What follows belongs to an exercise in optimizing a design on an open flow for small area; a production flow would make more cautious choices. RTL that was checked went through simulation tests only; none was proved equivalent to the original. Function not checked in run 5: the RTL went through the layout flow alone. No activity file was given, so power comes from the tool's default toggle rates.

[design/flow/flow/run.sh]
#!/bin/bash
# The standard layout (standard.sh) with these changes:
#  - synthesis maps the logic with an area-oriented ABC script (flow/abc_area.script, used
#    through ABC_AREA=1 on a copy of ORFS's scripts folder); registers are untouched;
#  - the port buffers are the smallest buffer cell, sky130_fd_sc_hd__buf_1;
#  - clock tree synthesis inserts no dummy loads (CTS_ARGS replaces its arguments).
set -euo pipefail
cd "$(dirname "$0")/.."
W=$PWD
rm -rf "$W/scripts_area"
cp -r "$FLOW_HOME/scripts" "$W/scripts_area"
cp "$W/flow/abc_area.script" "$W/scripts_area/abc_area.script"
export CTS_ARGS="-sink_clustering_enable -repair_clock_nets -sink_clustering_size 14 -sink_clustering_max_diameter 25 -buf_list sky130_fd_sc_hd__clkbuf_4 -dont_use_dummy_load"
export BUFFER_PORTS_ARGS="-buffer_cell sky130_fd_sc_hd__buf_1"
bash standard.sh SCRIPTS_DIR="$W/scripts_area" ABC_AREA=1 finish > standard_flow.log 2>&1
[design/flow/flow/abc_area.script]
strash
&get -n
&fraig -x
&put
scorr
dc2
dretime
strash
&get -n
&dch -f
&nf
&put
topo
stime -c
[design/flow/standard.sh]
#!/bin/bash
# synth_recipe.tcl (not shown) runs the flow's synth.tcl, then flattens the netlist and writes it again
# the make line also repeats each setting of config.mk as NAME=value (left out here)
make -C /OpenROAD-flow-scripts/flow DESIGN_CONFIG=/design/flow/config.mk WORK_HOME=/design/flow/orfs CLKGATE_MAP_FILE= SYNTH_SCRIPT=/design/flow/synth_recipe.tcl "${@:-finish}"
[design/flow/config.mk]
export PLATFORM = sky130hd
export DESIGN_NAME = execute_mc
export DESIGN_NICKNAME = execute_mc
export VERILOG_FILES = /design/flow/design.v
export SDC_FILE = /design/flow/constraint.sdc
export NUM_CORES = 4
export LEC_CHECK = 0
export CAP_MARGIN = 20
export CORE_AREA = 2 2 168 148
export DIE_AREA = 0 0 170 150
export SLEW_MARGIN = 20
[design/flow/constraint.sdc]
create_clock -name core_clock -period 7.0 [get_ports {clk}]
set_input_delay 1.4000 -clock core_clock [delete_from_list [all_inputs] [get_ports {clk}]]
set_output_delay 1.4000 -clock core_clock [all_outputs]
set_load 0.01 [all_outputs]
[design/flow/design.v]
module execute_mc #(
  parameter int N      = 64,
  parameter int MUL_EN = 1
) (
  input  logic         clk,
  input  logic         reset,
  input  logic         valid_E,
  input  logic         flush_E,
  input  logic         AluSrc,
  input  logic [3:0]   AluControl,
  input  logic         MulOp,
  input  logic [N-1:0] PC_E,
  input  logic [N-1:0] signImm_E,
  input  logic [N-1:0] readData1_E,
  input  logic [N-1:0] readData2_E,
  output logic         stall_E,
  output logic [N-1:0] PCBranch_M,
  output logic [N-1:0] aluResult_M,
  output logic [N-1:0] writeData_M,
  output logic         zero_M,
  output logic         valid_M
);
  localparam int W = 8;             
  localparam int C = N / W;         
  logic [2:0]   pc_q;               
  logic [C-1:0] ph_q;               
  logic [4:0]   rnd_q;              
  logic         cq;                 
  logic         kq;                 
  logic         amsb_q;             
  logic [1:0]   pmsb_q;             
  logic         pcq;                
  logic [1:0]   imsb_q;             
  logic         ph0, last, done, mul, pres, sub, d0, d1;
  logic [4:0]   dig;
  logic [C-1:0] bsel;
  logic [W-1:0] a_c, b_c, imm_c, pc_c, alu_b, a2_c, x1, x2, y, s, k, res;
  logic [W:0]   sum, psum;
  function automatic logic [W-1:0] pick(input logic [N-1:0] v, input logic [C-1:0] sel);
    pick = '0;
    for (int i = 0; i < C; i++) pick = pick | (v[i*W +: W] & {W{sel[i]}});
  endfunction
  function automatic logic [W:0] cla(input logic [W-1:0] p, input logic [W-1:0] q,
                                     input logic ci);
    logic [W-1:0] g, t;
    logic [W:0]   c;
    g = p & q;
    t = p ^ q;
    c[0] = ci;
    for (int i = 0; i < W; i += 4) begin
      c[i+1] = g[i]   | (t[i]   & c[i]);
      c[i+2] = g[i+1] | (t[i+1] & g[i]) | (t[i+1] & t[i] & c[i]);
      c[i+3] = g[i+2] | (t[i+2] & g[i+1]) | (t[i+2] & t[i+1] & g[i])
             | (t[i+2] & t[i+1] & t[i] & c[i]);
      c[i+4] = g[i+3] | (t[i+3] & g[i+2]) | (t[i+3] & t[i+2] & g[i+1])
             | (t[i+3] & t[i+2] & t[i+1] & g[i]) | (t[i+3] & t[i+2] & t[i+1] & t[i] & c[i]);
    end
    cla = {c[W], t ^ c[W-1:0]};
  endfunction
  assign ph_q = 8'd1 << pc_q;
  assign ph0  = ph_q[0];
  assign last = ph_q[C-1];
  assign mul  = (MUL_EN != 0) & MulOp;
  assign pres = valid_E & ~flush_E;
  assign done = last & (~mul | (rnd_q == 5'd31));
  assign stall_E = ~done;
  assign dig   = ~rnd_q;            
  assign bsel  = mul ? (8'd1 << dig[4:2]) : ph_q;
  assign a_c   = pick(readData1_E, ph_q);
  assign b_c   = pick(readData2_E, bsel);
  assign imm_c = pick(signImm_E, ph_q);
  assign pc_c  = pick(PC_E, ph_q);
  assign d0    = b_c[{dig[1:0], 1'b0}];
  assign d1    = b_c[{dig[1:0], 1'b1}];
  always_comb begin
    sub   = ~mul & (AluControl == 4'b0110);
    alu_b = AluSrc ? imm_c : b_c;
    a2_c  = {a_c[W-2:0], ph0 ? 1'b0 : amsb_q};
    x1    = a_c & {W{~mul | d0}};
    x2    = a2_c & {W{mul & d1}};
    if (mul) y = (rnd_q == 5'd0) ? '0 : {aluResult_M[W-3:0], ph0 ? 2'b00 : pmsb_q};
    else     y = alu_b ^ {W{sub}};
    s     = x1 ^ x2 ^ y;
    k     = (x1 & x2) | (x1 & y) | (x2 & y);
    sum   = cla(s, {k[W-2:0], ph0 ? 1'b0 : kq}, ph0 ? sub : cq);
    if (mul) res = sum[W-1:0];
    else begin
      case (AluControl)
        4'b0000: res = a_c & alu_b;
        4'b0001: res = a_c | alu_b;
        4'b0010: res = sum[W-1:0];
        4'b0110: res = sum[W-1:0];
        4'b0111: res = alu_b;
        4'b1100: res = ~(a_c | alu_b);
        default: res = '0;
      endcase
    end
    psum = cla(pc_c, {imm_c[W-3:0], ph0 ? 2'b00 : imsb_q}, ph0 ? 1'b0 : pcq);
  end
  always_ff @(posedge clk) begin
    if (reset) begin
      pc_q    <= '0;
      rnd_q   <= '0;
      valid_M <= 1'b0;
    end else begin
      if (pres & ~done) begin
        pc_q  <= pc_q + 3'd1;
        rnd_q <= rnd_q + {4'd0, last};
      end else begin
        pc_q  <= '0;
        rnd_q <= '0;
      end
      valid_M <= pres & done;
    end
  end
  always_ff @(posedge clk) begin
    cq          <= sum[W];
    kq          <= k[W-1];
    amsb_q      <= a_c[W-1];
    pmsb_q      <= aluResult_M[W-1:W-2];
    pcq         <= psum[W];
    imsb_q      <= imm_c[W-1:W-2];
    aluResult_M <= {res, aluResult_M[N-1:W]};
    PCBranch_M  <= {psum[W-1:0], PCBranch_M[N-1:W]};
    writeData_M <= readData2_E;
  end
  assign zero_M = (aluResult_M == '0);
endmodule
==> results of run 1 <==
layout make-up:
type                       instances  share of cell area
sequential                       209               0.428
multi-input combinational        392               0.300
timing repair buffer             476               0.189
tap                              302              0.0386
clock buffer                      47              0.0361
inverter                          23             0.00882
antenna                            2            0.000511
layer usage:
metal  up-vias  wire, um  share of wire
li1       3509         -              -
met1      3649     13100           0.40
met2       542     15000           0.46
met3        55      4050           0.12
met4         0       637          0.019
met5         -         0              0
Yosys cell counts (all sizes together) (3+ instances only):
| cell type | number |
|---|---|
| dfxtp | 209 |
| nand2 | 22 |
| nand3b | 3 |
| nand3 | 24 |
| a211oi | 7 |
| nor2b | 7 |
| fa | 12 |
| a221oi | 5 |
| xor2 | 5 |
| o21ai | 22 |
| clkinv | 23 |
| nor2 | 39 |
| nor4 | 17 |
| xnor2 | 5 |
| nor3b | 3 |
| nand2b | 8 |
| o22ai | 4 |
| a22oi | 33 |
| nor3 | 4 |
| o32ai | 5 |
| o2bb2ai | 5 |
| a222oi | 62 |
| ha | 24 |
| nand4 | 3 |
| and2 | 15 |
| and3 | 22 |
| a21oi | 17 |
cell usage in the layout, fill, tap and decap left out, drive strengths merged, types with 2 or more instances in the layout:
master,Yosys,layout
nor2,39,39
and2,15,15
a22oi,33,33
a221oi,5,5
clkbuf,0,47
o32ai,5,5
or2,2,2
dfxtp,209,209
a31oi,2,2
nor2b,7,7
o2bb2ai,5,5
nand2,22,22
buf,0,476
nor3,4,4
nand3,24,24
nand2b,8,8
nand3b,3,3
ha,24,24
xor2,5,5
a21oi,17,17
xnor2,5,5
a31o,2,2
o22ai,4,4
and3,22,22
o21ai,22,22
nor4,17,17
a222oi,62,62
fa,12,12
diode,0,2
clkinv,23,23
a32oi,2,2
a211oi,7,7
nand4,3,3
nor3b,3,3
state kept, by name, summed over array words and instances (netlist names):
register / flops
PCBranch_M: 64
aluResult_M: 64
writeData_M: 64
rnd_q: 5
pc_q: 3
imsb_q: 2
pmsb_q: 2
amsb_q: 1
cq: 1
kq: 1
pcq: 1
valid_M: 1
worst max-delay path: cells and delay by family:
family                     cells  cell delay [ns]
buffers and inverters          2             0.51
adders and majority gates      2             0.73
and+or+nand+nor                6             1.02
AOI/OAI and AO/OA             10             2.54
metrics by stage:
step	utilization	area (um^2)	setup WS (ns)	total power [W]	hold WS, ns
floorplan	-	7190	1.47	0.00178	0.382
global placement	0.395	9430	0.935	0.00212	0.334
detailed placement	0.395	9430	0.753	0.00212	0.335
CTS	0.410	9780	1.42	0.00283	0.300
global route	0.410	9780	0.954	0.00296	0.290
finish	0.410	9790	1.28	0.00280	0.295
worst max-delay path by stage:
stage / cells past startpoint / end / slack, ns / from
6_report: 20 / aluResult_M[63] / 1.28 / MulOp
4_1_cts: 20 / aluResult_M[63] / 1.42 / MulOp
3_5_place_dp: 20 / aluResult_M[63] / 0.75 / MulOp
2_1_floorplan: 18 / aluResult_M[61] / 1.47 / MulOp
3_3_place_gp: 20 / aluResult_M[63] / 0.93 / MulOp
5_1_grt: 20 / aluResult_M[63] / 0.95 / MulOp
power groups by stage:
stage | clock, W | sequential, W | combinational [W]
floorplan | 0 | 0.00164 | 0.000148
global placement | 0 | 0.00157 | 0.000550
detailed placement | 0 | 0.00158 | 0.000549
CTS | 0.000726 | 0.00155 | 0.000551
global route | 0.000780 | 0.00157 | 0.000606
finish | 0.000704 | 0.00154 | 0.000551
cells by family (layout without fill, tap and decap cells):
group / after synthesis / count (layout) / share of synthesized area
flip-flops: 209 / 209 / 0.582
AO/OA/AOI/OAI: 173 / 173 / 0.191
AND/OR/NAND/NOR: 172 / 172 / 0.126
adder cells (fa/ha/maj): 36 / 36 / 0.0752
buffers and inverters: 23 / 546 / 0.0120
XOR/XNOR: 10 / 10 / 0.0122
multiplexers: 1 / 1 / 0.00157
other: 0 / 2 / 0
==> results.txt, run 1 <==
----------------------------------------------------
[Die]
  Floorplan die width ... ~170 um
  Rows ... 53
  Core area ... 23900 um^2
  Initial Util ... 0.301
  Boundary Pins ... around 460
  Vert. Die Dim ... approximately 150 um
  Floorplan die area ... 25500 um^2

[Status]
  Result of the run ... timing/DRC/antenna clean

[Power and ir drop]
  Worst VDD drop ... between 80 and 90 uV
  Power per cell area ... between 200 and 300 nW/um^2
  Clock network fraction of design power ... 0.252
  Register share of total power ... 0.552
  Switching Fraction ... 0.318
  Net Sw Power ... just under 0.0009 W
  LEAKAGE ... 3.64 nW
  Combinational fraction of design power ... 0.197
  Internal power summed over all cells ... roughly 0.0019 W

[Route]
  Vias per cell ... between 5 and 6
  Detailed-route via count ... a little under 8000
  Initial drt markers ... approximately 860
  Total wirelength of the detailed-routed design ... 32800 um
  Routed WL per cell ... 22.6 um
  DRC violations left ... 0
  Post-DRT Antenna Nets ... 0
  First-pass DRT Iterations ... 8

[Finish]
  Sequential cell area ... about 4200 um^2
  Area growth from synthesis to final layout ... 36.1%
  Filler cell count in the final layout ... 2410
  Final net count ... about 1500
  Share of layout cells above drive strength 1 ... 0.0575
  Non-filler instance count after layout ... 1451
  Area of combinational cells with multiple inputs ... about 3000 um^2

[Min path]
  Start point of the worst min-delay path ... PCBranch_M[62]
  Class of the tightest hold or removal check ... register to register
  Worst hold path cell count ... 0
  End point of the worst hold path ... PCBranch_M[54]

[STA]
  Fin. max-slew vios ... 0
  Peak Freq ... around 170 MHz
  RSZ-0062 raised after global routing ... false
  Setup TNS after final layout ... 0 ns
  Worst Max-Slew Pin Slew ... slightly above 0.8 ns
  Post-layout minimum cycle time ... about 5.7 ns
  Final number of hold-violating endpoints ... 0
  Number of setup violations in the final report ... 0
  Rel. slew slack ... 0.460
  Period utilization ... 0.817
  Worst Skew ... slightly below 0.06 ns

[CTS]
  Maximum buffer depth of the clock tree ... 3
  Clock Pin Slew Worst Setup and Hold Paths ... 0.10 ns
  Clock network latency to the later pin of the worst-skew pair ... ~0.64 ns
  CTS tree ... built
  Hold-fix buffers at CTS ... 0
  CTS HTree Levels ... 2
  Total clock sinks ... roughly 210
  TritonCTS Buffers ... between 40 and 50
  Number of setup buffers added after CTS ... 0
  Count of cells resized by post-cts repair ... 0
  Master cell of the clock root buffer ... sky130_fd_sc_hd__clkbuf_4

[Placement]
  Final estimated routing congestion in global placement ... between 0.9 and 1
  Placed wire-length estimate after detailed placement ... approximately 27000 um
  Quantity of I/O buffers inserted on ports ... 460
  Cell total after placement ... about 1400

[Worst setup path]
  Terminus of the critical flop-to-flop path ... aluResult_M[63]
  Critical Path, Cell by Cell ... buf_1 -> nand2b_1 -> o2bb2ai_1 -> a222oi_1 -> and3_1 -> nand3b_1 -> nand3_1 -> a211oi_1 -> buf_4 -> and3_1 -> fa_1 -> ha_1 -> a31o_1 -> a21oi_1 -> o21bai_1 -> a21oi_1 -> o21ai_0 -> and2_0 -> o21a_1 -> o32ai_1
  Setup Crit Path Kind ... input port to register
  Critical-path maximum fanout ... 8
  Path depth of the worst reg2reg path ... 23
  Library cell contributing the largest single delay on the critical path ... sky130_fd_sc_hd__o2bb2ai_1
  Worst setup SP type ... input port
  Crit end category ... register
  Data required time of the critical path ... around 7.5 ns
  Arrival time reported for the critical path endpoint ... about 6.2 ns
  R2R setup slack ... 1.51 ns
  Delay of the slowest cell on the worst path ... between 0.6 and 0.7 ns
  Reg-to-Reg Start ... pc_q[0]

[GRT]
  Largest net degree at the start of global routing ... 25
  Antenna violations before repair ... 1
  Layer carrying the most global-route usage ... met2
  Vias in the first global route ... 7460
  M1 GR Usage ... 0.308
  Global-route met3 utilization ... 0.0833
  Met2 usage in global routing ... 0.400
  First-pass GRT wire length ... roughly 45000 um
  Remaining global-route overflow ... 0
  Overall track demand over capacity in global routing ... 0.246

[Synth]
  Post-synth ARST share ... 0
  Yosys top cell area share ... 0.582
  Flop and latch count out of synthesis ... roughly 210
  Per-instance average area after synthesis ... 11.5 um^2
  Post-synth top flop ... sky130_fd_sc_hd__dfxtp_1
  Combined area of all synthesized cells ... roughly 7200 um^2
  Number of enable flip-flop cells after synthesis ... 0
  Share of the yosys chip area belonging to registers ... 0.582
  Unique masters post-synth ... 42
  Synthesized netlist net count ... roughly 930
  Synthesis warning total ... 1
  Synth area leaders ... sky130_fd_sc_hd__dfxtp_1 58%, sky130_fd_sc_hd__a222oi_1 8.6%, sky130_fd_sc_hd__ha_1 4.2%
  Number of cells produced by synthesis ... 624
  Most area-hungry cell type in the Yosys netlist ... sky130_fd_sc_hd__dfxtp_1

[Flow run]
  Max_cap viols ... 0

----------------------------------------------------
==> inputs of run 2 (changes only) <==
--- a/design/flow/flow/run.sh
+++ b/design/flow/flow/run.sh
@@ -11,5 +11,5 @@
 cp -r "$FLOW_HOME/scripts" "$W/scripts_area"
 cp "$W/flow/abc_area.script" "$W/scripts_area/abc_area.script"
-export CTS_ARGS="-sink_clustering_enable -repair_clock_nets -sink_clustering_size 14 -sink_clustering_max_diameter 25 -buf_list sky130_fd_sc_hd__clkbuf_4 -dont_use_dummy_load"
+export CTS_ARGS="-sink_clustering_enable -repair_clock_nets -sink_clustering_size 16 -sink_clustering_max_diameter 60 -buf_list sky130_fd_sc_hd__clkbuf_8 -dont_use_dummy_load"
 export BUFFER_PORTS_ARGS="-buffer_cell sky130_fd_sc_hd__buf_1"
 bash standard.sh SCRIPTS_DIR="$W/scripts_area" ABC_AREA=1 finish > standard_flow.log 2>&1
==> run 2 against run 1 <==
  * Still clean
  * Die area is the same
  * Via count shrank 2.6%
  * Sequential power is essentially flat
  * Combinational power is essentially flat
  * Power shrank 3.7%
  * Worst setup slack lost 0.087 ns
  * Routed wire length shrank 0.83%
  * Register-to-register slack is essentially flat
  * Hold slack gained 0.039 ns
  * First-iteration DRC count grew 3.0%
  * Synthesized cell count is the same
  * Clock power shrank 14%
==> results.txt, run 2 <==
----------------------------------------------------
[STA]
  Fin. max-slew vios ... 0 (unchanged)
  Post-layout minimum cycle time ... 5.81 ns (was 5.72 ns)
  Period utilization ... 0.829 (was 0.817)
  Peak Freq ... 172 MHz (was 175 MHz)
  Number of setup violations in the final report ... 0 (unchanged)
  RSZ-0062 raised after global routing ... false (unchanged)
  Worst Max-Slew Pin Slew ... 0.784 ns (was 0.810 ns)
  Final number of hold-violating endpoints ... 0 (unchanged)
  Rel. slew slack ... 0.477 (was 0.460)
  Setup TNS after final layout ... 0 ns (unchanged)
  Worst Skew ... 0.0415 ns (was 0.0583 ns)

[Synth]
  Share of the yosys chip area belonging to registers ... 0.582 (unchanged)
  Cell types with the highest counts after synthesis ... 209 x sky130_fd_sc_hd__dfxtp_1, 62 x sky130_fd_sc_hd__a222oi_1, 39 x sky130_fd_sc_hd__nor2_1 (unchanged)
  Flop and latch count out of synthesis ... 209 (unchanged)
  Most area-hungry cell type in the Yosys netlist ... sky130_fd_sc_hd__dfxtp_1 (unchanged)
  Number of cells produced by synthesis ... 624 (unchanged)
  Synthesis warning total ... 1 (unchanged)
  Post-synth top flop ... sky130_fd_sc_hd__dfxtp_1 (unchanged)
  Unique masters post-synth ... 42 (unchanged)
  Yosys top cell area share ... 0.582 (unchanged)
  Combined area of all synthesized cells ... 7190 um^2 (unchanged)
  Number of enable flip-flop cells after synthesis ... 0 (unchanged)
  Most repeated cell in the gate-level netlist after synthesis ... sky130_fd_sc_hd__dfxtp_1 (unchanged)
  Post-synth ARST share ... 0 (unchanged)
  Synthesized netlist net count ... 926 (unchanged)
  Synth area leaders ... sky130_fd_sc_hd__dfxtp_1 58%, sky130_fd_sc_hd__a222oi_1 8.6%, sky130_fd_sc_hd__ha_1 4.2% (unchanged)
  Per-instance average area after synthesis ... 11.5 um^2 (unchanged)

[Worst setup path]
  Worst setup SP type ... input port (unchanged)
  Path depth of the worst reg2reg path ... 23 (unchanged)
  Reg-to-Reg Start ... pc_q[0] (unchanged)
  Data required time of the critical path ... 7.39 ns (was 7.50 ns)
  Critical-path maximum fanout ... 8 (unchanged)
  Setup Crit Path Kind ... input port to register (unchanged)
  Arrival time reported for the critical path endpoint ... 6.20 ns (was 6.22 ns)
  R2R setup slack ... 1.51 ns (about the same)
  Crit end category ... register (unchanged)
  Terminus of the critical flop-to-flop path ... aluResult_M[63] (unchanged)

[CTS]
  Master cell of the clock root buffer ... sky130_fd_sc_hd__clkbuf_8 (was sky130_fd_sc_hd__clkbuf_4)
  Number of setup buffers added after CTS ... 0 (unchanged)
  Clock Pin Slew Worst Setup and Hold Paths ... 0.09 ns (was 0.10 ns)
  Hold-fix buffers at CTS ... 0 (unchanged)
  Clock network latency to the later pin of the worst-skew pair ... 0.52 ns (was 0.64 ns)
  CTS tree ... built (unchanged)
  Total clock sinks ... 209 (unchanged)
  TritonCTS Buffers ... 18 (was 47)
  Maximum buffer depth of the clock tree ... 3 (unchanged)
  Count of cells resized by post-cts repair ... 0 (unchanged)
  CTS HTree Levels ... 1 (was 2)

[GRT]
  Largest net degree at the start of global routing ... 25 (unchanged)
  Remaining global-route overflow ... 0 (unchanged)
  First-pass GRT wire length ... 45100 um (was 45500 um)
  Overall track demand over capacity in global routing ... 0.243 (was 0.246)
  Antenna violations before repair ... 0 (was 1)
  Vias in the first global route ... 7194 (was 7460)

[Finish]
  Biggest registers after layout ... PCBranch_M x64, aluResult_M x64, writeData_M x64 (unchanged)
  Final net count ... 1422 (was 1451)
  Non-filler instance count after layout ... 1420 (was 1451)
  Filler cell count in the final layout ... 2393 (was 2410)
  Most frequent standard cell in the layout excluding fill and tap cells ... sky130_fd_sc_hd__buf_1 (unchanged)
  Share of layout cells above drive strength 1 ... 0.0331 (was 0.0575)
  Area growth from synthesis to final layout ... 34.6% (was 36.1%)
  Inserted Diodes ... 0 (was 2)
  Commonest cells after routing, fill and taps aside ... 460 x sky130_fd_sc_hd__buf_1, 209 x sky130_fd_sc_hd__dfxtp_1, 62 x sky130_fd_sc_hd__a222oi_1 (unchanged)

[Route]
  Initial drt markers ... 882 (was 856)
  Routed WL per cell ... 22.9 um (was 22.6 um)
  Total wirelength of the detailed-routed design ... 32500 um (was 32800 um)
  First-pass DRT Iterations ... 8 (unchanged)
  DRC violations left ... 0 (unchanged)
  Detailed-route via count ... 7552 (was 7755)
  Post-DRT Antenna Nets ... 0 (unchanged)
  Vias per cell ... 5.32 (was 5.34)

[Placement]
  Quantity of I/O buffers inserted on ports ... 460 (unchanged)
  Final estimated routing congestion in global placement ... 0.954 (unchanged)
  Placed wire-length estimate after detailed placement ... 26600 um (unchanged)
  Cell total after placement ... 1402 (unchanged)

[Die]
  Core area ... 23900 um^2 (unchanged)
  Floorplan die width ... 170 um (unchanged)
  Floorplan die area ... 25500 um^2 (unchanged)
  Rows ... 53 (unchanged)
  Initial Util ... 0.301 (unchanged)
  Boundary Pins ... 461 (unchanged)
  Vert. Die Dim ... 150 um (unchanged)

[Flow run]
  Max_cap viols ... 0 (unchanged)

[Power and ir drop]
  LEAKAGE ... 3.56 nW (was 3.64 nW)
  Power per cell area ... 279 nW/um^2 (was 286 nW/um^2)
  Worst VDD drop ... 102 uV (was 86.7 uV)

[Min path]
  Start point of the worst min-delay path ... PCBranch_M[46] (was PCBranch_M[62])
  Worst hold path cell count ... 0 (unchanged)
  Class of the tightest hold or removal check ... register to register (unchanged)
  End point of the worst hold path ... PCBranch_M[38] (was PCBranch_M[54])

[Status]
  Result of the run ... timing/DRC/antenna clean (unchanged)

----------------------------------------------------
==> run 2: cell counts after synthesis <==
No cell type changed its count.
==> run 2: how the worst max path moves through the flow <==
stage | startpoint | end | slack, ns | cells after the start
floorplan | MulOp | aluResult_M[61] | 1.47 | 18
global placement | MulOp | aluResult_M[63] | 0.93 | 20
detailed placement | MulOp | aluResult_M[63] | 0.75 | 20
CTS | MulOp | aluResult_M[63] | 1.29 | 20
global route | MulOp | aluResult_M[63] | 0.80 | 20
finish | MulOp | aluResult_M[63] | 1.19 | 20
==> run 2: logic make-up (layout without fill, tap and decap cells) <==
family / count (synthesis) / after routing / share of synthesized area
flip-flops: 209 / 209 / 0.582
multiplexers: 1 / 1 / 0.00157
AO/OA/AOI/OAI: 173 / 173 / 0.191
XOR/XNOR: 10 / 10 / 0.0122
buffers and inverters: 23 / 517 / 0.0120
AND/OR/NAND/NOR: 172 / 172 / 0.126
adder cells (fa/ha/maj): 36 / 36 / 0.0752
==> run 2: cell type report <==
| class | count | area (um^2) | share of cell area |
|---|---|---|---|
| clock buffer | 18 | 248 | 0.0256 |
| inverter | 23 | 86.3 | 0.00892 |
| multi-input combinational | 392 | 2930 | 0.303 |
| sequential | 209 | 4180 | 0.432 |
| tap | 302 | 378 | 0.0390 |
| timing repair buffer | 476 | 1850 | 0.191 |
==> run 2: worst max-delay path: stages <==
cell,delay [ns]
sky130_fd_sc_hd__buf_1,0.32
sky130_fd_sc_hd__nand2_1,0.21
sky130_fd_sc_hd__o2bb2ai_1,0.62
sky130_fd_sc_hd__a222oi_1,0.23
sky130_fd_sc_hd__and3_1,0.26
sky130_fd_sc_hd__nand3b_1,0.08
sky130_fd_sc_hd__nand3_1,0.08
sky130_fd_sc_hd__a211oi_1,0.22
sky130_fd_sc_hd__buf_4,0.19
sky130_fd_sc_hd__and3_1,0.19
sky130_fd_sc_hd__fa_1,0.45
sky130_fd_sc_hd__ha_1,0.28
sky130_fd_sc_hd__a31o_1,0.17
sky130_fd_sc_hd__a21oi_1,0.26
sky130_fd_sc_hd__o21bai_1,0.14
sky130_fd_sc_hd__a21oi_1,0.27
sky130_fd_sc_hd__o21ai_0,0.16
sky130_fd_sc_hd__and2_0,0.22
sky130_fd_sc_hd__o21a_1,0.20
sky130_fd_sc_hd__o32ai_1,0.25
==> run 2: power by group <==
group          leakage (nW)  switching, W  internal, W
logic                  1.67      0.000354     0.000197
clock network         0.129      0.000371     0.000231
registers              1.76      0.000136      0.00141
total                  3.56      0.000861      0.00184
==> run 2: through the flow <==
stage / area [um^2] / utilization / power (W) / hold slack, ns / setup slack [ns]
6_report: 9680 / 0.405 / 0.00270 / 0.334 / 1.19
5_1_grt: 9680 / 0.405 / 0.00284 / 0.346 / 0.799
4_1_cts: 9680 / 0.405 / 0.00272 / 0.342 / 1.29
3_5_place_dp: 9430 / 0.395 / 0.00212 / 0.335 / 0.753
3_3_place_gp: 9430 / 0.395 / 0.00212 / 0.334 / 0.935
2_1_floorplan: 7190 / - / 0.00178 / 0.382 / 1.47
==> run 2: metal layers <==
layer / track usage / part of all wire / wire length (um) / up-vias
met5: 0 / 0 / 0 / -
met4: 0.0679 / 0.025 / 809 / 0
met3: 0.0751 / 0.12 / 3820 / 55
met2: 0.396 / 0.45 / 14700 / 487
met1: 0.311 / 0.40 / 13100 / 3578
li1: - / - / - / 3432
==> inputs of run 3 (changes only) <==
--- a/design/flow/flow/run.sh
+++ b/design/flow/flow/run.sh
@@ -11,5 +11,5 @@
 cp -r "$FLOW_HOME/scripts" "$W/scripts_area"
 cp "$W/flow/abc_area.script" "$W/scripts_area/abc_area.script"
-export CTS_ARGS="-sink_clustering_enable -repair_clock_nets -sink_clustering_size 16 -sink_clustering_max_diameter 60 -buf_list sky130_fd_sc_hd__clkbuf_8 -dont_use_dummy_load"
+export CTS_ARGS="-sink_clustering_enable -repair_clock_nets -sink_clustering_size 8 -sink_clustering_max_diameter 60 -buf_list sky130_fd_sc_hd__clkbuf_4 -dont_use_dummy_load"
 export BUFFER_PORTS_ARGS="-buffer_cell sky130_fd_sc_hd__buf_1"
 bash standard.sh SCRIPTS_DIR="$W/scripts_area" ABC_AREA=1 finish > standard_flow.log 2>&1
--- a/design/flow/config.mk
+++ b/design/flow/config.mk
@@ -9,3 +9,4 @@
 export CORE_AREA = 2 2 168 148
 export DIE_AREA = 0 0 170 150
+export PLACE_DENSITY = 0.8
 export SLEW_MARGIN = 20
==> run 3 against run 2 <==
  * Clock power is 2% lower
  * Worst setup slack improved by 0.074 ns
  * Critical path depth unchanged
  * First-iteration DRC count rose by 30%
  * Routed wire length is 3.7% higher
  * Synthesized area stayed put
  * Non-clock buffer count is 1 lower
  * Sequential cell count unchanged
  * Hold slack better by 0.0089 ns
  * Clock skew is 0.0060 ns higher
  * Critical path type unchanged
  * Critical endpoint unchanged
==> results.txt, run 3 <==
----------------------------------------------------
[Die]
  Boundary Pins ... 461 (unchanged)
  Floorplan die area ... 25500 um^2 (unchanged)
  Core area ... 23900 um^2 (unchanged)
  Rows ... 53 (unchanged)
  Floorplan die width ... 170 um (unchanged)
  Vert. Die Dim ... 150 um (unchanged)
  Initial Util ... 0.301 (unchanged)

[Power and ir drop]
  Register share of total power ... 0.578 (was 0.572)
  Clock network fraction of design power ... 0.218 (was 0.223)
  Internal power summed over all cells ... 0.00180 W (was 0.00184 W)
  Power per cell area ... 279 nW/um^2 (about the same)
  Worst VDD drop ... 92.6 uV (was 102 uV)
  Combinational fraction of design power ... 0.204 (about the same)
  LEAKAGE ... 3.57 nW (was 3.56 nW)
  Switching Fraction ... 0.332 (was 0.319)
  Net Sw Power ... 0.000896 W (was 0.000861 W)

[Min path]
  Class of the tightest hold or removal check ... register to register (unchanged)
  Worst hold path cell count ... 0 (unchanged)
  Start point of the worst min-delay path ... PCBranch_M[44] (was PCBranch_M[46])
  End point of the worst hold path ... PCBranch_M[36] (was PCBranch_M[38])

[Finish]
  Filler cell count in the final layout ... 2332 (was 2393)
  Area growth from synthesis to final layout ... 34.4% (was 34.6%)
  Share of layout cells above drive strength 1 ... 0.0425 (was 0.0331)
  Area of combinational cells with multiple inputs ... 2940 um^2 (was 2930 um^2)
  Most frequent standard cell in the layout excluding fill and tap cells ... sky130_fd_sc_hd__buf_1 (unchanged)
  Final net count ... 1433 (was 1422)
  Commonest cells after routing, fill and taps aside ... 460 x sky130_fd_sc_hd__buf_1, 209 x sky130_fd_sc_hd__dfxtp_1, 62 x sky130_fd_sc_hd__a222oi_1 (unchanged)
  Sequential cell area ... 4180 um^2 (unchanged)
  Final Instance Area ... 9660 um^2 (was 9680 um^2)
  Biggest registers after layout ... PCBranch_M x64, aluResult_M x64, writeData_M x64 (unchanged)

[Synth]
  Cell types with the highest counts after synthesis ... 209 x sky130_fd_sc_hd__dfxtp_1, 62 x sky130_fd_sc_hd__a222oi_1, 39 x sky130_fd_sc_hd__nor2_1 (unchanged)
  Most repeated cell in the gate-level netlist after synthesis ... sky130_fd_sc_hd__dfxtp_1 (unchanged)
  Flop and latch count out of synthesis ... 209 (unchanged)
  Dominant combinational cell family by area after synthesis ... compound AO/OA/AOI/OAI gates (unchanged)
  Combined area of all synthesized cells ... 7190 um^2 (unchanged)
  Post-synth top flop ... sky130_fd_sc_hd__dfxtp_1 (unchanged)
  Area share of fa/ha/maj cells after synthesis ... 0.0752 (unchanged)
  Simple-gate share of the synthesized area ... 0.126 (unchanged)
  Synthesis warning total ... 1 (unchanged)
  Number of enable flip-flop cells after synthesis ... 0 (unchanged)
  Complex-gate fraction of the synthesized area ... 0.191 (unchanged)
  Mux cell area share after synthesis ... 0.00157 (unchanged)
  Number of cells produced by synthesis ... 624 (unchanged)
  Synth area leaders ... sky130_fd_sc_hd__dfxtp_1 58%, sky130_fd_sc_hd__a222oi_1 8.6%, sky130_fd_sc_hd__ha_1 4.2% (unchanged)
  Yosys top cell area share ... 0.582 (unchanged)
  Per-instance average area after synthesis ... 11.5 um^2 (unchanged)
  Most area-hungry cell type in the Yosys netlist ... sky130_fd_sc_hd__dfxtp_1 (unchanged)
  Synthesized netlist net count ... 926 (unchanged)
  Xor and xnor area share after synthesis ... 0.0122 (unchanged)
  Share of the yosys chip area belonging to registers ... 0.582 (unchanged)
  Unique masters post-synth ... 42 (unchanged)
  Post-synth ARST share ... 0 (unchanged)

[GRT]
  Overall track demand over capacity in global routing ... 0.252 (was 0.243)
  Antenna violations before repair ... 5 (was 0)
  Vias in the first global route ... 7540 (was 7194)
  Remaining global-route overflow ... 0 (unchanged)
  Largest net degree at the start of global routing ... 26 (was 25)
  First-pass GRT wire length ... 46900 um (was 45100 um)

[CTS]
  Number of setup buffers added after CTS ... 0 (unchanged)
  CTS tree ... built (unchanged)
  Total clock sinks ... 209 (unchanged)
  CTS HTree Levels ... 1 (unchanged)
  Clock network latency to the later pin of the worst-skew pair ... 0.68 ns (was 0.52 ns)
  Hold-fix buffers at CTS ... 0 (unchanged)
  TritonCTS Buffers ... 30 (was 18)
  Clock Pin Slew Worst Setup and Hold Paths ... 0.09 ns (about the same)
  Maximum buffer depth of the clock tree ... 3 (unchanged)
  Master cell of the clock root buffer ... sky130_fd_sc_hd__clkbuf_4 (was sky130_fd_sc_hd__clkbuf_8)
  Count of cells resized by post-cts repair ... 0 (unchanged)

[Worst setup path]
  Crit end category ... register (unchanged)
  Worst setup SP type ... input port (unchanged)
  Critical-path maximum fanout ... 12 (was 8)
  Arrival time reported for the critical path endpoint ... 6.28 ns (was 6.20 ns)
  Data required time of the critical path ... 7.55 ns (was 7.39 ns)
  Terminus of the critical flop-to-flop path ... aluResult_M[63] (unchanged)
  R2R setup slack ... 1.59 ns (was 1.51 ns)
  Reg-to-Reg Start ... pc_q[2] (was pc_q[0])
  Critical Path, Cell by Cell ... buf_1 -> clkinv_1 -> o2bb2ai_1 -> a222oi_1 -> and3_1 -> nand3b_1 -> nand3_1 -> a211oi_1 -> buf_4 -> and3_1 -> fa_1 -> ha_1 -> a31o_1 -> a21oi_1 -> o21bai_1 -> a21oi_1 -> o21ai_0 -> and2_0 -> o21a_1 -> o32ai_1 (was buf_1 -> nand2_1 -> o2bb2ai_1 -> a222oi_1 -> and3_1 -> nand3b_1 -> nand3_1 -> a211oi_1 -> buf_4 -> and3_1 -> fa_1 -> ha_1 -> a31o_1 -> a21oi_1 -> o21bai_1 -> a21oi_1 -> o21ai_0 -> and2_0 -> o21a_1 -> o32ai_1)
  Library cell contributing the largest single delay on the critical path ... sky130_fd_sc_hd__fa_1 (was sky130_fd_sc_hd__o2bb2ai_1)
  Setup Crit Path Kind ... input port to register (unchanged)
  Count of buffer and inverter cells on the critical path ... 3 (was 2)
  Path depth of the worst reg2reg path ... 20 (was 23)
  Delay of the slowest cell on the worst path ... 0.49 ns (was 0.62 ns)
  Cell class contributing the biggest share of worst-path delay ... compound AO/OA/AOI/OAI gates (unchanged)

[STA]
  Setup TNS after final layout ... 0 ns (unchanged)
  Number of setup violations in the final report ... 0 (unchanged)
  Rel. slew slack ... 0.493 (was 0.477)
  Post-layout minimum cycle time ... 5.73 ns (was 5.81 ns)
  Peak Freq ... 174 MHz (was 172 MHz)
  Worst Setup Slack, final ... 1.27 ns (was 1.19 ns)
  Worst hold slack across all endpoints ... 0.343 ns (was 0.334 ns)
  Period utilization ... 0.819 (was 0.829)
  Final number of hold-violating endpoints ... 0 (unchanged)
  RSZ-0062 raised after global routing ... false (unchanged)
  Worst Skew ... 0.0475 ns (was 0.0415 ns)
  Fin. max-slew vios ... 0 (unchanged)
  Worst Max-Slew Pin Slew ... 0.761 ns (was 0.784 ns)

[Route]
  Met2 wirelength from detailed routing ... 15500 um (was 14700 um)
  Highest metal layer used by the detailed router ... met5 (was met4)
  DRC violations left ... 0 (unchanged)
  Vias per cell ... 5.49 (was 5.32)
  Initial drt markers ... 1148 (was 882)
  Detailed-routed wire length on met3 ... 3940 um (was 3820 um)
  Detailed-route via count ... 7871 (was 7552)
  Total wirelength of the detailed-routed design ... 33700 um (was 32500 um)
  Routed WL per cell ... 23.5 um (was 22.9 um)
  First-pass DRT Iterations ... 8 (unchanged)
  Routed met1 length ... 12700 um (was 13100 um)
  Post-DRT Antenna Nets ... 0 (unchanged)

[Placement]
  Placed wire-length estimate after detailed placement ... 26800 um (was 26600 um)
  Quantity of I/O buffers inserted on ports ... 460 (unchanged)
  Post-place setup slack ... 0.725 ns (was 0.753 ns)
  Post-place instance area ... 9430 um^2 (about the same)
  Final estimated routing congestion in global placement ... 0.978 (was 0.954)

[Flow run]
  Max_cap viols ... 0 (unchanged)

[Status]
  Result of the run ... timing/DRC/antenna clean (unchanged)

----------------------------------------------------
run 3: cell types whose count changed in the layout (fill, tap and decap cells not counted):
cell / delta
sky130_fd_sc_hd__nor2b_2: -2
sky130_fd_sc_hd__nor2b_4: +2
sky130_fd_sc_hd__buf_4: -1
sky130_fd_sc_hd__clkbuf_8: -18
sky130_fd_sc_hd__clkbuf_4: +30
sky130_fd_sc_hd__diode_2: +3
run 3: worst register-to-register path, stage by stage, from the launching register on:
cell and delay (ns):
sky130_fd_sc_hd__dfxtp_1 0.59, sky130_fd_sc_hd__and2_1 0.19, sky130_fd_sc_hd__buf_4 0.41, sky130_fd_sc_hd__o2bb2ai_1 0.41
sky130_fd_sc_hd__a222oi_1 0.26, sky130_fd_sc_hd__and3_1 0.25, sky130_fd_sc_hd__nand3_1 0.08, sky130_fd_sc_hd__nand3_1 0.10
sky130_fd_sc_hd__a211oi_1 0.24, sky130_fd_sc_hd__buf_4 0.19, sky130_fd_sc_hd__and3_1 0.20, sky130_fd_sc_hd__fa_1 0.45
sky130_fd_sc_hd__ha_1 0.29, sky130_fd_sc_hd__a31o_1 0.17, sky130_fd_sc_hd__a21oi_1 0.23, sky130_fd_sc_hd__o21bai_1 0.14
sky130_fd_sc_hd__a21oi_1 0.26, sky130_fd_sc_hd__o21ai_0 0.17, sky130_fd_sc_hd__and2_0 0.22, sky130_fd_sc_hd__o21a_1 0.20
sky130_fd_sc_hd__o32ai_1 0.25
run 3: metal layers:
metal	vias up	GRT usage
met4	6	0.103
met2	584	0.417
met1	3716	0.309
li1	3466	-
met5	-	0
met3	99	0.0709
run 3: final cells by class:
class	count	area share
antenna	3	0.000777
inverter	23	0.00893
tap	302	0.0391
clock buffer	30	0.0233
timing repair buffer	475	0.190
multi-input combinational	392	0.305
sequential	209	0.433
run 3: worst max-delay path by stage:
stage          slack [ns]  startpoint              end  cells after the start
6_report             1.27       MulOp  aluResult_M[63]                     20
5_1_grt              0.95       MulOp  aluResult_M[63]                     20
2_1_floorplan        1.47       MulOp  aluResult_M[61]                     18
3_5_place_dp         0.73       MulOp  aluResult_M[63]                     20
4_1_cts              1.37       MulOp  aluResult_M[63]                     20
3_3_place_gp         0.95       MulOp  aluResult_M[63]                     20
run 3: power by group through the flow:
stage                     logic [W]  clock network [W]  registers (W)
after floorplan            0.000148                  0        0.00164
after global placement     0.000537                  0        0.00158
after detailed placement   0.000545                  0        0.00159
after CTS                  0.000547           0.000601        0.00156
after global routing       0.000600           0.000651        0.00158
final                      0.000549           0.000588        0.00156
run 3: cells by family (layout without fill, tap and decap cells):
family / count (synthesis) / in the layout
buffers and inverters: 23 / 528
other: 0 / 3
xor gates and xnor gates: 10 / 10
AOI/OAI and AO/OA: 173 / 173
muxes: 1 / 1
DFF: 209 / 209
and+or+nand+nor: 172 / 172
adders and majority gates: 36 / 36
run 3: metrics by stage:
step	cells	power [W]	utilization
2_1_floorplan	624	0.00178	-
4_1_cts	1431	0.00271	0.405
5_1_grt	1433	0.00283	0.405
6_report	1434	0.00269	0.405
3_3_place_gp	1401	0.00212	0.395
3_5_place_dp	1401	0.00213	0.395
==> inputs of run 4 (changes only) <==
--- a/design/flow/config.mk
+++ b/design/flow/config.mk
@@ -9,4 +9,3 @@
 export CORE_AREA = 2 2 168 148
 export DIE_AREA = 0 0 170 150
-export PLACE_DENSITY = 0.8
 export SLEW_MARGIN = 20
==> run 4 against run 3 <==
  * Clock power is 2% lower
  * Cell count stayed put
  * Sequential share of layout area hardly changed
  * Via count is 3.0% lower
  * Die area stayed put
  * Routed wire length is 3.1% lower
  * Fmax is 1.3% higher
  * Power is 1.0% lower
  * Sequential power hardly changed
  * Register-to-register slack worse by 0.10 ns
  * Count of clock-buffer cells in the layout stayed put
  * Critical endpoint unchanged
  * Largest power group unchanged
==> results.txt, run 4 <==
----------------------------------------------------
[Synth]
  Number of cells produced by synthesis ... 624 (unchanged)
  Post-synth ARST share ... 0 (unchanged)
  Most repeated cell in the gate-level netlist after synthesis ... sky130_fd_sc_hd__dfxtp_1 (unchanged)
  Combined area of all synthesized cells ... 7190 um^2 (unchanged)
  Per-instance average area after synthesis ... 11.5 um^2 (unchanged)
  Cell types with the highest counts after synthesis ... 209 x sky130_fd_sc_hd__dfxtp_1, 62 x sky130_fd_sc_hd__a222oi_1, 39 x sky130_fd_sc_hd__nor2_1 (unchanged)
  Number of enable flip-flop cells after synthesis ... 0 (unchanged)
  Synthesis warning total ... 1 (unchanged)
  Synthesized netlist net count ... 926 (unchanged)
  Yosys top cell area share ... 0.582 (unchanged)
  Share of the yosys chip area belonging to registers ... 0.582 (unchanged)
  Synth area leaders ... sky130_fd_sc_hd__dfxtp_1 58%, sky130_fd_sc_hd__a222oi_1 8.6%, sky130_fd_sc_hd__ha_1 4.2% (unchanged)
  Post-synth top flop ... sky130_fd_sc_hd__dfxtp_1 (unchanged)
  Flop and latch count out of synthesis ... 209 (unchanged)
  Unique masters post-synth ... 42 (unchanged)
  Most area-hungry cell type in the Yosys netlist ... sky130_fd_sc_hd__dfxtp_1 (unchanged)

[GRT]
  Remaining global-route overflow ... 0 (unchanged)
  Antenna violations before repair ... 1 (was 5)
  First-pass GRT wire length ... 45600 um (was 46900 um)
  Vias in the first global route ... 7318 (was 7540)
  Largest net degree at the start of global routing ... 25 (was 26)
  Overall track demand over capacity in global routing ... 0.245 (was 0.252)

[STA]
  Worst Skew ... 0.0458 ns (was 0.0475 ns)
  Worst Max-Slew Pin Slew ... 0.779 ns (was 0.761 ns)
  Worst Setup Slack, final ... 1.34 ns (was 1.27 ns)
  RSZ-0062 raised after global routing ... false (unchanged)
  Period utilization ... 0.808 (was 0.819)
  Fin. max-slew vios ... 0 (unchanged)
  Rel. slew slack ... 0.481 (was 0.493)
  Worst hold slack across all endpoints ... 0.332 ns (was 0.343 ns)
  Final number of hold-violating endpoints ... 0 (unchanged)
  Number of setup violations in the final report ... 0 (unchanged)
  Setup TNS after final layout ... 0 ns (unchanged)
  Post-layout minimum cycle time ... 5.66 ns (was 5.73 ns)
  Peak Freq ... 177 MHz (was 174 MHz)

[Route]
  Detailed-routed wire length on met3 ... 3440 um (was 3940 um)
  Highest metal layer used by the detailed router ... met4 (was met5)
  Total wirelength of the detailed-routed design ... 32700 um (was 33700 um)
  Detailed-route via count ... 7637 (was 7871)
  DRC violations left ... 0 (unchanged)
  Post-DRT Antenna Nets ... 0 (unchanged)
  Routed WL per cell ... 22.8 um (was 23.5 um)
  Routed met1 length ... 13700 um (was 12700 um)
  Initial drt markers ... 855 (was 1148)
  First-pass DRT Iterations ... 10 (was 8)
  Met2 wirelength from detailed routing ... 14700 um (was 15500 um)
  Vias per cell ... 5.33 (was 5.49)

[Worst setup path]
  Data required time of the critical path ... 7.55 ns (about the same)
  Delay of the slowest cell on the worst path ... 0.64 ns (was 0.49 ns)
  Critical Path, Cell by Cell ... buf_1 -> nand2b_1 -> o2bb2ai_1 -> a222oi_1 -> and3_1 -> nand3_1 -> nand3_1 -> a211oi_1 -> buf_4 -> and3_1 -> fa_1 -> ha_1 -> a31o_1 -> a21oi_1 -> o21bai_1 -> a21oi_1 -> o21ai_0 -> and2_0 -> o21a_1 -> o32ai_1 (was buf_1 -> clkinv_1 -> o2bb2ai_1 -> a222oi_1 -> and3_1 -> nand3b_1 -> nand3_1 -> a211oi_1 -> buf_4 -> and3_1 -> fa_1 -> ha_1 -> a31o_1 -> a21oi_1 -> o21bai_1 -> a21oi_1 -> o21ai_0 -> and2_0 -> o21a_1 -> o32ai_1)
  Crit end category ... register (unchanged)
  Setup Crit Path Kind ... input port to register (unchanged)
  Cell class contributing the biggest share of worst-path delay ... compound AO/OA/AOI/OAI gates (unchanged)
  Arrival time reported for the critical path endpoint ... 6.21 ns (was 6.28 ns)
  Worst setup SP type ... input port (unchanged)
  Critical-path maximum fanout ... 8 (was 12)
  Library cell contributing the largest single delay on the critical path ... sky130_fd_sc_hd__o2bb2ai_1 (was sky130_fd_sc_hd__fa_1)
  Count of buffer and inverter cells on the critical path ... 2 (was 3)

[Finish]
  Commonest cells after routing, fill and taps aside ... 460 x sky130_fd_sc_hd__buf_1, 209 x sky130_fd_sc_hd__dfxtp_1, 62 x sky130_fd_sc_hd__a222oi_1 (unchanged)
  Final Instance Area ... 9660 um^2 (about the same)
  Biggest registers after layout ... PCBranch_M x64, aluResult_M x64, writeData_M x64 (unchanged)
  Share of layout cells above drive strength 1 ... 0.0434 (was 0.0425)
  Area growth from synthesis to final layout ... 34.3% (was 34.4%)
  Most frequent standard cell in the layout excluding fill and tap cells ... sky130_fd_sc_hd__buf_1 (unchanged)
  Final net count ... 1434 (was 1433)

[Power and ir drop]
  Power per cell area ... 276 nW/um^2 (was 279 nW/um^2)
  LEAKAGE ... 3.56 nW (was 3.57 nW)
  Worst VDD drop ... 83.6 uV (was 92.6 uV)

[Die]
  Boundary Pins ... 461 (unchanged)
  Vert. Die Dim ... 150 um (unchanged)
  Floorplan die width ... 170 um (unchanged)
  Floorplan die area ... 25500 um^2 (unchanged)
  Initial Util ... 0.301 (unchanged)
  Core area ... 23900 um^2 (unchanged)
  Rows ... 53 (unchanged)

[Placement]
  Placed wire-length estimate after detailed placement ... 26600 um (was 26800 um)
  Post-place instance area ... 9430 um^2 (about the same)
  Quantity of I/O buffers inserted on ports ... 460 (unchanged)
  Post-place setup slack ... 0.753 ns (was 0.725 ns)
  Final estimated routing congestion in global placement ... 0.954 (was 0.978)

[Flow run]
  Max_cap viols ... 0 (unchanged)

[Status]
  Result of the run ... timing/DRC/antenna clean (unchanged)

[CTS]
  Number of setup buffers added after CTS ... 0 (unchanged)
  CTS HTree Levels ... 1 (unchanged)
  CTS tree ... built (unchanged)
  TritonCTS Buffers ... 30 (unchanged)
  Clock network latency to the later pin of the worst-skew pair ... 0.68 ns (about the same)
  Master cell of the clock root buffer ... sky130_fd_sc_hd__clkbuf_4 (unchanged)
  Clock Pin Slew Worst Setup and Hold Paths ... 0.09 ns (about the same)
  Count of cells resized by post-cts repair ... 0 (unchanged)
  Maximum buffer depth of the clock tree ... 3 (unchanged)
  Total clock sinks ... 209 (unchanged)
  Hold-fix buffers at CTS ... 0 (unchanged)

[Min path]
  Class of the tightest hold or removal check ... register to register (unchanged)

----------------------------------------------------
==> run 4: final timing paths <==
kind	start	end	slack, ns	cells past startpoint
max	MulOp	aluResult_M[63]	1.34	20
min reg2reg	PCBranch_M[18]	PCBranch_M[10]	0.33	0
max reg2reg	pc_q[0]	aluResult_M[63]	1.49	23
min	PCBranch_M[18]	PCBranch_M[10]	0.33	0
==> run 4: final cells by class <==
| cell class | count | area [um^2] |
|---|---|---|
| Antenna cell | 2 | 5.00 |
| Clock buffer | 30 | 225 |
| Sequential cell | 209 | 4180 |
| Fill cell | 2410 | 14200 |
| Inverter | 23 | 86.3 |
| Tap cell | 302 | 378 |
| Timing Repair Buffer | 476 | 1850 |
| Multi-Input combinational cell | 392 | 2930 |
==> run 4: power breakdown <==
part	total [W]	switching, W	internal (W)
combinational	0.000550	0.000353	0.000197
clock	0.000575	0.000380	0.000195
sequential	0.00154	0.000136	0.00141
==> run 4: kinds of logic after synthesis <==
group                    Yosys count  share of synthesized area
XOR/XNOR                          10                     0.0122
AND/OR/NAND/NOR                  172                      0.126
multiplexers                       1                    0.00157
adder cells (fa/ha/maj)           36                     0.0752
AO/OA/AOI/OAI                    173                      0.191
buffers and inverters             23                     0.0120
flip-flops                       209                      0.582
==> run 4: metal layers <==
| metal | global-route usage | vias up |
|---|---|---|
| li1 | - | 3466 |
| met3 | 0.0748 | 64 |
| met5 | 0 | - |
| met4 | 0.0667 | 0 |
| met2 | 0.398 | 491 |
| met1 | 0.315 | 3616 |
==> run 4: through the flow <==
stage | cells | total power, W | utilization
after floorplan | 624 | 0.00178 | -
after global placement | 1402 | 0.00212 | 0.395
after detailed placement | 1402 | 0.00212 | 0.395
after CTS | 1432 | 0.00270 | 0.404
after global routing | 1433 | 0.00282 | 0.405
final | 1434 | 0.00267 | 0.405
==> inputs of run 5 (changes only) <==
--- a/design/flow/design.v
+++ b/design/flow/design.v
@@ -122,7 +122,7 @@
     imsb_q      <= imm_c[W-1:W-2];
     aluResult_M <= {res, aluResult_M[N-1:W]};
+    zero_M      <= (ph0 | zero_M) & ~|res;
     PCBranch_M  <= {psum[W-1:0], PCBranch_M[N-1:W]};
     writeData_M <= readData2_E;
   end
-  assign zero_M = (aluResult_M == '0);
 endmodule
==> run 5 against run 4 <==
  * Still clean on timing, DRC and antenna
  * Routed wire length is essentially flat
  * Clock power grew 3.7%
  * First-iteration DRC count grew 0.58%
  * Combinational power grew 3%
  * Via count shrank 1.5%
  * Cell area is essentially flat
  * Critical path depth grew 2
  * Cell count is essentially flat
  * Sequential power is essentially flat
  * Synthesized area shrank 0.19%
==> results.txt, run 5 <==
----------------------------------------------------
[Power and ir drop]
  Worst VDD drop ... 184 uV (was 83.6 uV)
  LEAKAGE ... 3.69 nW (was 3.56 nW)
  Total Power ... 0.00270 W (was 0.00267 W)
  Power per cell area ... 280 nW/um^2 (was 276 nW/um^2)

[CTS]
  Hold-fix buffers at CTS ... 0 (unchanged)
  Clock Pin Slew Worst Setup and Hold Paths ... 0.09 ns (about the same)
  Total clock sinks ... 210 (was 209)
  CTS HTree Levels ... 1 (unchanged)
  Count of cells resized by post-cts repair ... 0 (unchanged)
  Master cell of the clock root buffer ... sky130_fd_sc_hd__clkbuf_4 (unchanged)
  CTS tree ... built (unchanged)
  TritonCTS Buffers ... 31 (was 30)
  Clock network latency to the later pin of the worst-skew pair ... 0.71 ns (was 0.68 ns)
  Number of setup buffers added after CTS ... 0 (unchanged)
  Maximum buffer depth of the clock tree ... 3 (unchanged)

[Die]
  Floorplan die width ... 170 um (unchanged)
  Core area ... 23900 um^2 (unchanged)
  Initial Util ... 0.301 (about the same)
  Vert. Die Dim ... 150 um (unchanged)
  Rows ... 53 (unchanged)
  Boundary Pins ... 461 (unchanged)
  Floorplan die area ... 25500 um^2 (unchanged)

[Synth]
  Yosys top cell area share ... 0.586 (was 0.582)
  Post-synth top flop ... sky130_fd_sc_hd__dfxtp_1 (unchanged)
  Synthesis warning total ... 1 (unchanged)
  Most repeated cell in the gate-level netlist after synthesis ... sky130_fd_sc_hd__dfxtp_1 (unchanged)
  Combined area of all synthesized cells ... 7180 um^2 (was 7190 um^2)
  Number of enable flip-flop cells after synthesis ... 0 (unchanged)
  Unique masters post-synth ... 42 (unchanged)
  Share of the yosys chip area belonging to registers ... 0.586 (was 0.582)
  Synth area leaders ... sky130_fd_sc_hd__dfxtp_1 59%, sky130_fd_sc_hd__a222oi_1 7.8%, sky130_fd_sc_hd__ha_1 4.2% (was sky130_fd_sc_hd__dfxtp_1 58%, sky130_fd_sc_hd__a222oi_1 8.6%, sky130_fd_sc_hd__ha_1 4.2%)
  Number of cells produced by synthesis ... 622 (was 624)
  Post-synth ARST share ... 0 (unchanged)
  Cell types with the highest counts after synthesis ... 210 x sky130_fd_sc_hd__dfxtp_1, 56 x sky130_fd_sc_hd__a222oi_1, 44 x sky130_fd_sc_hd__nand2_1 (was 209 x sky130_fd_sc_hd__dfxtp_1, 62 x sky130_fd_sc_hd__a222oi_1, 39 x sky130_fd_sc_hd__nor2_1)
  Synthesized netlist net count ... 924 (was 926)
  Per-instance average area after synthesis ... 11.5 um^2 (about the same)
  Flop and latch count out of synthesis ... 210 (was 209)
  Most area-hungry cell type in the Yosys netlist ... sky130_fd_sc_hd__dfxtp_1 (unchanged)

[STA]
  Final number of hold-violating endpoints ... 0 (unchanged)
  Setup TNS after final layout ... 0 ns (unchanged)
  RSZ-0062 raised after global routing ... false (unchanged)
  Number of setup violations in the final report ... 0 (unchanged)
  Worst Skew ... 0.0762 ns (was 0.0458 ns)
  Peak Freq ... 166 MHz (was 177 MHz)
  Worst Max-Slew Pin Slew ... 0.938 ns (was 0.779 ns)
  Worst Setup Slack, final ... 0.965 ns (was 1.34 ns)
  Fin. max-slew vios ... 0 (unchanged)
  Worst hold slack across all endpoints ... 0.294 ns (was 0.332 ns)
  Post-layout minimum cycle time ... 6.03 ns (was 5.66 ns)
  Rel. slew slack ... 0.368 (was 0.481)
  Period utilization ... 0.862 (was 0.808)

[Route]
  Total wirelength of the detailed-routed design ... 32700 um (about the same)
  Routed WL per cell ... 22.8 um (about the same)
  First-pass DRT Iterations ... 10 (unchanged)
  Post-DRT Antenna Nets ... 0 (unchanged)
  Detailed-route via count ... 7526 (was 7637)
  Vias per cell ... 5.25 (was 5.33)
  DRC violations left ... 0 (unchanged)
  Initial drt markers ... 860 (was 855)

[GRT]
  Largest net degree at the start of global routing ... 25 (unchanged)
  Antenna violations before repair ... 4 (was 1)
  Remaining global-route overflow ... 0 (unchanged)
  Vias in the first global route ... 7020 (was 7318)
  First-pass GRT wire length ... 44600 um (was 45600 um)
  Overall track demand over capacity in global routing ... 0.242 (was 0.245)

[Worst setup path]
  Worst setup SP type ... input port (unchanged)
  R2R setup slack ... 1.17 ns (was 1.49 ns)
  Arrival time reported for the critical path endpoint ... 6.60 ns (was 6.21 ns)
  Setup Crit Path Kind ... input port to register (unchanged)
  Crit end category ... register (unchanged)
  Data required time of the critical path ... 7.56 ns (was 7.55 ns)
  Critical-path maximum fanout ... 19 (was 8)

[Flow run]
  Max_cap viols ... 0 (unchanged)

[Placement]
  Cell total after placement ... 1401 (was 1402)
  Post-place setup slack ... 0.438 ns (was 0.753 ns)
  Quantity of I/O buffers inserted on ports ... 460 (unchanged)
  Placed wire-length estimate after detailed placement ... 26000 um (was 26600 um)
  Final estimated routing congestion in global placement ... 0.905 (was 0.954)

[Finish]
  Non-filler instance count after layout ... 1433 (was 1434)
  Filler cell count in the final layout ... 2407 (was 2410)
  Final net count ... 1434 (unchanged)
  Most frequent standard cell in the layout excluding fill and tap cells ... sky130_fd_sc_hd__buf_1 (unchanged)
  Share of layout cells above drive strength 1 ... 0.0451 (was 0.0434)
  Commonest cells after routing, fill and taps aside ... 460 x sky130_fd_sc_hd__buf_1, 210 x sky130_fd_sc_hd__dfxtp_1, 56 x sky130_fd_sc_hd__a222oi_1 (was 460 x sky130_fd_sc_hd__buf_1, 209 x sky130_fd_sc_hd__dfxtp_1, 62 x sky130_fd_sc_hd__a222oi_1)
  Area growth from synthesis to final layout ... 34.7% (was 34.3%)
  Biggest registers after layout ... PCBranch_M x64, aluResult_M x64, writeData_M x64 (unchanged)

[Status]
  Result of the run ... timing/DRC/antenna clean (unchanged)

[Min path]
  Class of the tightest hold or removal check ... register to register (unchanged)

----------------------------------------------------
## run 5: worst paths after layout
check | start | endpoint | cells past startpoint
max | MulOp | zero_M | 22
min | aluResult_M[31] | aluResult_M[23] | 0
max reg2reg | pc_q[0] | zero_M | 24
min reg2reg | aluResult_M[31] | aluResult_M[23] | 0
## run 5: layout make-up
class                      count  area, um^2  area share
sequential                   210        4200       0.435
multi-input combinational    391        2920       0.302
timing repair buffer         477        1850       0.192
tap                          302         378      0.0391
clock buffer                  31         233      0.0241
inverter                      21        78.8     0.00815
antenna                        1        2.50    0.000259
## run 5: stage by stage
stage                util  cell area [um^2]
finish              0.405              9670
global route        0.405              9670
CTS                 0.405              9670
detailed placement  0.395              9430
global placement    0.395              9430
floorplan               -              7180
## run 5: power by group
part / internal [W] / switching, W
combinational: 0.000197 / 0.000368
sequential: 0.00142 / 0.000120
clock: 0.000201 / 0.000394
## run 5: cell families (layout without fill, tap and decap cells)
logic type,Yosys count,after routing,synth area share
adders and majority gates,36,36,0.0753
muxes,11,11,0.0162
DFF,210,210,0.586
other,0,1,0
buffers and inverters,21,529,0.0110
AOI/OAI and AO/OA,162,162,0.179
and+or+nand+nor,172,172,0.120
xor gates and xnor gates,10,10,0.0122
## run 5: per-layer routing
metal,vias up,track usage,routed length (um)
li1,3393,-,-
met1,3510,0.305,13300
met2,532,0.399,14900
met3,89,0.0611,3260
met4,2,0.0936,1260
met5,-,0,10
## run 5: worst max-delay path: stages
cell	delay (ns)
sky130_fd_sc_hd__buf_1	0.14
sky130_fd_sc_hd__buf_4	0.26
sky130_fd_sc_hd__nand2_1	0.15
sky130_fd_sc_hd__o2bb2ai_1	0.73
sky130_fd_sc_hd__a222oi_1	0.25
sky130_fd_sc_hd__nand3_1	0.19
sky130_fd_sc_hd__nor2_1	0.07
sky130_fd_sc_hd__nor3_1	0.16
sky130_fd_sc_hd__and3_1	0.38
sky130_fd_sc_hd__and3_1	0.25
sky130_fd_sc_hd__fa_1	0.45
sky130_fd_sc_hd__ha_1	0.29
sky130_fd_sc_hd__a31o_1	0.18
sky130_fd_sc_hd__a21o_1	0.20
sky130_fd_sc_hd__a21o_1	0.22
sky130_fd_sc_hd__a21oi_1	0.27
sky130_fd_sc_hd__fa_1	0.24
sky130_fd_sc_hd__xnor2_1	0.07
sky130_fd_sc_hd__o21ai_0	0.06
sky130_fd_sc_hd__o21ai_0	0.13
sky130_fd_sc_hd__nor4_1	0.28
sky130_fd_sc_hd__nor4bb_1	0.23
==> inputs of run 6 (changes only) <==
--- a/design/flow/design.v
+++ b/design/flow/design.v
@@ -122,7 +122,7 @@
     imsb_q      <= imm_c[W-1:W-2];
     aluResult_M <= {res, aluResult_M[N-1:W]};
-    zero_M      <= (ph0 | zero_M) & ~|res;
     PCBranch_M  <= {psum[W-1:0], PCBranch_M[N-1:W]};
     writeData_M <= readData2_E;
   end
+  assign zero_M = (aluResult_M == '0);
 endmodule
==> design/flow/flow/run.sh (replaced) <==
#!/bin/bash
# The standard layout (standard.sh) with two changes:
#  - synthesis maps the logic with an area-oriented ABC script (flow/abc_area.script, used
#    through ABC_AREA=1 on a copy of ORFS's scripts folder); registers are untouched;
#  - the port buffers are the smallest buffer cell, sky130_fd_sc_hd__buf_1.
set -euo pipefail
cd "$(dirname "$0")/.."
W=$PWD
rm -rf "$W/scripts_area"
cp -r "$FLOW_HOME/scripts" "$W/scripts_area"
cp "$W/flow/abc_area.script" "$W/scripts_area/abc_area.script"
export BUFFER_PORTS_ARGS="-buffer_cell sky130_fd_sc_hd__buf_1"
bash standard.sh SCRIPTS_DIR="$W/scripts_area" ABC_AREA=1 finish > standard_flow.log 2>&1
--- a/design/flow/config.mk
+++ b/design/flow/config.mk
@@ -7,5 +7,8 @@
 export LEC_CHECK = 0
 export CAP_MARGIN = 20
-export CORE_AREA = 2 2 168 148
-export DIE_AREA = 0 0 170 150
+export CORE_MARGIN = 2
+export CORE_UTILIZATION = 50
+export CTS_BUF_LIST = sky130_fd_sc_hd__clkbuf_16
+export CTS_CLUSTER_DIAMETER = 80
+export CTS_CLUSTER_SIZE = 50
 export SLEW_MARGIN = 20
==> run 6 against run 5 <==
  * The flow now stops in 3_2_place_iop
  * Synthesized area is 0.19% higher
  * Synthesized cell count is 0.32% higher
==> results.txt, run 6 <==
----------------------------------------------------
[Status]
  Result of the run ... did not finish (was timing/DRC/antenna clean)
  Last stage ... 3_2_place_iop
  Run-stopping error ... [ERROR PPL-0024] Number of IO pins (461) exceeds maximum number of available positions (440). Increase the die perimeter from 495.72um to 626.96um.

[Synth]
  Combined area of all synthesized cells ... 7190 um^2 (was 7180 um^2)
  Post-synth top flop ... sky130_fd_sc_hd__dfxtp_1 (unchanged)
  Yosys top cell area share ... 0.582 (was 0.586)
  Synthesized netlist net count ... 926 (was 924)
  Most area-hungry cell type in the Yosys netlist ... sky130_fd_sc_hd__dfxtp_1 (unchanged)
  Synthesis warning total ... 1 (unchanged)
  Share of the yosys chip area belonging to registers ... 0.582 (was 0.586)
  Per-instance average area after synthesis ... 11.5 um^2 (about the same)
  Most repeated cell in the gate-level netlist after synthesis ... sky130_fd_sc_hd__dfxtp_1 (unchanged)
  Cell types with the highest counts after synthesis ... 209 x sky130_fd_sc_hd__dfxtp_1, 62 x sky130_fd_sc_hd__a222oi_1, 39 x sky130_fd_sc_hd__nor2_1 (was 210 x sky130_fd_sc_hd__dfxtp_1, 56 x sky130_fd_sc_hd__a222oi_1, 44 x sky130_fd_sc_hd__nand2_1)
  Post-synth ARST share ... 0 (unchanged)
  Number of enable flip-flop cells after synthesis ... 0 (unchanged)
  Flop and latch count out of synthesis ... 209 (was 210)
  Synth area leaders ... sky130_fd_sc_hd__dfxtp_1 58%, sky130_fd_sc_hd__a222oi_1 8.6%, sky130_fd_sc_hd__ha_1 4.2% (was sky130_fd_sc_hd__dfxtp_1 59%, sky130_fd_sc_hd__a222oi_1 7.8%, sky130_fd_sc_hd__ha_1 4.2%)
  Unique masters post-synth ... 42 (unchanged)
  Number of cells produced by synthesis ... 624 (was 622)

[Die]
  Rows ... 43 (was 53)
  Initial Util ... 0.514 (was 0.301)
  Floorplan die width ... 124 um (was 170 um)
  Vert. Die Dim ... 124 um (was 150 um)

----------------------------------------------------
## run 6: logic make-up after synthesis
family / synth area share
flip-flops: 0.582
adder cells (fa/ha/maj): 0.0752
AND/OR/NAND/NOR: 0.126
buffers and inverters: 0.0120
XOR/XNOR: 0.0122
AO/OA/AOI/OAI: 0.191
multiplexers: 0.00157

[what the ideal ports hide]
How much do the figures lean on ideal ports? The routed layouts below were timed once more, with nothing changed but the port constraints.
Step 1 (the two cells are an assumption about what drives the block):
set clk [get_ports {clk}]
set_driving_cell -lib_cell sky130_fd_sc_hd__clkbuf_16 $clk
set_driving_cell -lib_cell sky130_fd_sc_hd__buf_2 [delete_from_list [all_inputs] $clk]
Step 2 moves the port delays by t, midway between the first and last clock arrival at a register: inputs arrive t later, outputs are due t later. That takes back most of the time a late clock gives input paths.
a / b / c = no drivers / after step 1 / after step 2; a / b = the first two.
run | t, ns | setup WS [ns] | hold WS [ns] | latest minus earliest clock arrival (ns) | worst register clock-pin slew, ns
run 1 | 0.650 | 1.282 / 1.248 / 0.598 | 0.295 / 0.295 / 0.295 | 0.073 / 0.072 | 0.10 / 0.10
run 2 | 0.537 | 1.195 / 1.165 / 0.628 | 0.334 / 0.334 / 0.334 | 0.041 / 0.042 | 0.10 / 0.10
run 3 | 0.710 | 1.268 / 1.272 / 0.562 | 0.343 / 0.343 / 0.343 | 0.055 / 0.055 | 0.10 / 0.10
run 4 | 0.691 | 1.341 / 1.309 / 0.618 | 0.332 / 0.332 / 0.332 | 0.065 / 0.066 | 0.10 / 0.10
run 5 | 0.709 | 0.965 / 0.984 / 0.276 | 0.294 / 0.294 / 0.294 | 0.096 / 0.097 | 0.10 / 0.10
After both steps setup and hold are still met in every run listed. For run 4, which loses most, drivers alone change the setup slack by -0.032 ns; drivers and shift together by -0.723 ns.
